Context: an optimization exercise on an open-source flow, tuned for small area. The choices shown serve that exercise and are no tape-out recipe.
The RTL was checked by simulation tests, not by an equivalence proof against the original design.
Power figures rest on the tool's default switching activity, not on a simulated workload.

## eth_tx_top
module eth_tx_top
(
    input  logic        clk,
    input  logic        rst_n,
    input  logic        tx_start,
    input  logic [1:0]  tx_kind,
    input  logic        arp_op,
    input  logic [47:0] des_mac,
    input  logic [31:0] des_ip,
    input  logic [15:0] payload_len,
    input  logic [7:0]  payload_data,
    output logic        rdy,
    output logic [1:0]  busy_kind,
    output logic        payload_req,
    output logic        gmii_tx_en,
    output logic [7:0]  gmii_txd
);
    logic [6:0]  k;
    logic        idle;
    logic        accept;
    logic        is_udp;
    logic        arp_op_r;
    logic        mac_nz, ip_nz;
    logic        use_dflt;
    logic [7:0]  ring [10];      
    logic [7:0]  tap0;
    logic [7:0]  dflt;
    logic [10:0] rem;            
    logic        more;
    logic        req_d;
    logic [15:0] ip_ident;
    logic [10:0] body_len;
    logic [10:0] len_sum;
    logic [7:0]  acc_hi, acc_lo;
    logic        acc_c;
    logic [8:0]  acc_sum;
    logic        csum_win;
    logic [7:0]  var_byte;
    logic [7:0]  hdr;
    logic [7:0]  fb;
    logic [7:0]  txd_r;
    logic [31:0] crc;
    logic        crc_en;
    assign idle      = (k == 7'd0);
    assign accept    = idle && tx_start && tx_kind[0];
    assign rdy       = !tx_start && idle;
    assign busy_kind = idle ? 2'd0 : {is_udp, 1'b1};
    assign more      = is_udp && (rem != 11'd0);
    always_ff @(posedge clk) begin
        if (!rst_n) begin
            k <= 7'd0;
        end else if (idle) begin
            k <= accept ? 7'd22 : 7'd0;
        end else if (k == 7'd107) begin
            k <= 7'd0;
        end else if (!(k == 7'd89 && more)) begin
            k <= k + 7'd1;
        end
    end
    logic [7:0] ld [10];
    assign ld[0] = des_mac[31:24];
  ...
export LEC_CHECK = 0
export CAP_MARGIN = 0
export CORE_MARGIN = 2
export CORE_UTILIZATION = 55
export SLEW_MARGIN = 0
create_clock -name core_clock -period 5.0 [get_ports {clk}]
standard.sh (not shown) runs the stock make flow with config.mk's settings and CLKGATE_MAP_FILE= SYNTH_SCRIPT=/design/flow/synth_recipe.tcl, a recipe that flattens the netlist after the stock synthesis.
==> flow/flow/run.sh <==
#!/bin/bash
# Synthesis as the standard one but with an area-oriented abc script (flow/area.abc),
# then the standard layout with buf_1 port buffers and a clkbuf_8 clock tree without
# dummy loads; global placement keeps no resizer changes. Each make run's full output goes to its own log here.
set -euo pipefail
W=$PWD
export FLOW_ABC_SCRIPT=$W/flow/area.abc
make -C "$FLOW_HOME" DESIGN_CONFIG=$W/config.mk WORK_HOME=$W/orfs CLKGATE_MAP_FILE= \
  SYNTH_SCRIPT=$W/flow/synth_area.tcl synth > synth_flow.log 2>&1
export BUFFER_PORTS_ARGS="-buffer_cell sky130_fd_sc_hd__buf_1"
export GPL_KEEP_OVERFLOW=0
export CTS_ARGS="-sink_clustering_enable -repair_clock_nets -dont_use_dummy_load -buf_list sky130_fd_sc_hd__clkbuf_8"
bash standard.sh > standard_flow.log 2>&1
==> flow/flow/area.abc <==
strash
&get -n
&fraig -x
&put
scorr
dc2
balance
rewrite
refactor
balance
rewrite
rewrite -z
balance
refactor -z
rewrite -z
balance
strash
&get -n
&dch -f
&nf -R 1000 -p
&put
==> flow/flow/synth_area.tcl <==
# synth_recipe.tcl with one change: abc maps the combinational logic with flow/area.abc
# (an area-recovering script) in place of ORFS's speed script. Registers are untouched.
proc synth {args} { yosys synth -nofsm -noshare {*}$args }
proc abc {args} {
  set i [lsearch -exact $args -script]
  if { $i >= 0 } {
    set args [lreplace $args [expr {$i + 1}] [expr {$i + 1}] $::env(FLOW_ABC_SCRIPT)]
  }
  yosys abc {*}$args
}
source $::env(SCRIPTS_DIR)/synth.tcl
# left out here: clear keep_hierarchy, flatten, clean up, hide names made inside functions, write 1_2_yosys.v
The starting point passed the timing, DRC and antenna checks.
Rerun with:
Settings changed: CORE_UTILIZATION 55 to 65.
=> Global-route usage is higher by 4.0 points; cell count is lower by about 2.5%; power is lower by about 0.34%; count of clock-buffer cells in the layout is unchanged; routed wire length barely changes; clock skew is about the same.
Rerun with:
Settings changed: CORE_UTILIZATION 65 to 48.
The new run ran to the end with no violations.
Core utilization fell by 18 points.
Critical path depth fell by 1.
Total power goes up slightly.
Rerun with:
--- a/flow/flow/area.abc
+++ b/flow/flow/area.abc
@@ -19,3 +19,3 @@
 &dch -f
-&nf -R 1000 -p
+&nf -R 1000 -p -C 32 -F 10
 &put
Settings changed: CORE_UTILIZATION 48 to 55.
- The new run finished clean
- power shrinks by 1.5%
- first-iteration DRC count goes up by 33%
- combinational power hardly moves
- cell count is lower by 4.5%

---

v33:
Another version of the RTL of eth_tx_top (not shown whole).
Size in the first run: roughly 950 cells after synthesis, about 0.0087 sq mm of cells after synthesis.
clock: 5.0 ns
lec_check: 0
cap_margin: 0
core_margin: 2
core_utilization: 40
gpl_timing_driven: 0
slew_margin: 0
==> flow/flow/run.sh <==
#!/bin/bash
# The standard layout, with the port buffers as buf_1 and a clock tree of clkbuf_8
# without dummy loads; make's full output goes to standard_flow.log here
set -euo pipefail
export BUFFER_PORTS_ARGS="-buffer_cell sky130_fd_sc_hd__buf_1"
export CTS_ARGS="-sink_clustering_enable -repair_clock_nets -dont_use_dummy_load -buf_list sky130_fd_sc_hd__clkbuf_8"
bash standard.sh > standard_flow.log 2>&1
v33 reached the final stage; the timing, DRC and antenna checks on its layout passed.
diff inputs: v33 => v56
- CTS_BUF_LIST now sky130_fd_sc_hd__clkbuf_4, previously not set
- GPL_TIMING_DRIVEN no longer set, was 0
Findings:
- In the reports for v56 and v33, the larger combinational power share belongs to v33.
- Looking at v56 and v33, the portion of the layout cell area used by clock cells is a wash.
- | number of global-route vias before repair | v56 vs v33 | 95 lower |
- Between v56 and v33, the sum of routed wire length over all layers is lower for v56.
- From v33 to v56 the numbers moved as follows: share of cells above drive strength 1 neither gained nor lost much; detailed-route via count lost about 2%; overall fraction of global-route tracks in use lost 1.8 points; flop-to-flop setup slack picked up an extra 0.16 ns.
Relative to v56, the following input files were edited for v30:
- clearing CTS_BUF_LIST, which used to be sky130_fd_sc_hd__clkbuf_4
- putting GPL_TIMING_DRIVEN at 0 where nothing was set
--- a/flow/flow/run.sh
+++ b/flow/flow/run.sh
@@ -2,2 +2,3 @@
-# The standard layout, with the port buffers as buf_1 and a clock tree of clkbuf_8
-# without dummy loads; make's full output goes to standard_flow.log here
+# Synthesis as the standard one but with an area-oriented abc script (flow/area.abc),
+# then the standard layout with buf_1 port buffers and a clkbuf_8 clock tree without
+# dummy loads. Each make run's full output goes to its own log here.
@@ -4,0 +6,4 @@
+W=$PWD
+export FLOW_ABC_SCRIPT=$W/flow/area.abc
+make -C "$FLOW_HOME" DESIGN_CONFIG=$W/config.mk WORK_HOME=$W/orfs CLKGATE_MAP_FILE= \
+  SYNTH_SCRIPT=$W/flow/synth_area.tcl synth > synth_flow.log 2>&1
==> flow/flow/area.abc (new file) <==
strash
&get -n
&fraig -x
&put
scorr
dc2
balance
rewrite
refactor
balance
rewrite
rewrite -z
balance
refactor -z
rewrite -z
balance
strash
&get -n
&dch -f
&nf -R 1000 -p
&put
==> flow/flow/synth_area.tcl (new file) <==
# synth_recipe.tcl with one change: abc maps the combinational logic with flow/area.abc
# (an area-recovering script) in place of ORFS's speed script. Registers are untouched.
proc synth {args} { yosys synth -nofsm -noshare {*}$args }
proc abc {args} {
  set i [lsearch -exact $args -script]
  if { $i >= 0 } {
    set args [lreplace $args [expr {$i + 1}] [expr {$i + 1}] $::env(FLOW_ABC_SCRIPT)]
  }
  yosys abc {*}$args
}
source $::env(SCRIPTS_DIR)/synth.tcl
# left out here: clear keep_hierarchy, flatten, clean up, hide names made inside functions, write 1_2_yosys.v
Findings:
- Average detailed-routed wire length per instance, v56 and v30: higher on v56
- On timing-limited maximum frequency, v30 does worse than v56.
- On v30: final cell count without fillers is about 6.4% lower than what v56 gave.
- Diff v56 and v30: setup slack lower in v30
- v30: peak fanout along the critical path is 3 lower than what v56 reported.
- Going from v56 to v30, combinational power now smaller, fraction of power consumed by the clock network shows an increase of 0.9 points.
- v30 vs v56: number of global-route vias before repair down
- Between v56 and v30, global-route usage is lower for v30, v56 comes in above that.
- Comparing v56 and v30, detail-routed via count per cell is higher on v56.
Input changes introduced in v55 (baseline for comparison: v30):
- GPL_TIMING_DRIVEN: 0 -> unset
--- a/flow/flow/run.sh
+++ b/flow/flow/run.sh
@@ -4 +4 @@
-# dummy loads. Each make run's full output goes to its own log here.
+# dummy loads; global placement keeps no resizer changes. Each make run's full output goes to its own log here.
@@ -10,0 +11 @@
+export GPL_KEEP_OVERFLOW=0
==> comparison <==
- The power drawn by the combinational cells on v55 is in line with that on v30.
- Clock power share: v55 lower than v30
- On required time at the endpoint of the critical path, the higher figure sits with v55, not v30.
- | worst slew margin relative to its limit | v55 vs v30 | 2.8 points higher |
- Between v30 and v55, worst clock skew increased.
- Routability congestion estimate from global placement sits lower in v55 than in v30.

-- static timing again, ports no longer ideal --
In the flow no input, the clock included, has a driving cell. The finished layouts below were timed again as built, in two steps.
Step 1 sets driving cells, clkbuf_16 on the clock port and buf_2 on the other inputs (assumed; they add their load-dependent delay and slew).
Step 2 also shifts input and output timing later by t, the mid clock arrival at the registers, as if the neighbouring blocks saw the same clock.
a / b / c = ideal / step 1 / step 2; a / b = the first two.
run | t (ns) | setup WS [ns] | hold slack, ns | worst setup path after step 2
the first run of note 1 | 0.485 | 0.147 / 0.147 / 0.147 | 0.321 / 0.321 / 0.321 | register to register
the second run of note 1 | 0.490 | 0.223 / 0.223 / 0.223 | 0.319 / 0.319 / 0.319 | register to register
the third run of note 1 | 0.478 | 0.209 / 0.209 / 0.209 | 0.327 / 0.327 / 0.327 | register to register
the fourth run of note 1 | 0.484 | 0.186 / 0.186 / 0.186 | 0.305 / 0.305 / 0.305 | register to register
v33 | 0.484 | 0.241 / 0.241 / 0.241 | 0.301 / 0.301 / 0.301 | register to register
v56 | 0.492 | 0.401 / 0.401 / 0.401 | 0.314 / 0.314 / 0.314 | register to register
v30 | 0.501 | 0.185 / 0.185 / 0.185 | 0.327 / 0.327 / 0.327 | register to register
v55 | 0.497 | 0.225 / 0.225 / 0.225 | 0.330 / 0.330 / 0.330 | register to register
After both steps setup and hold are still met in every run listed.
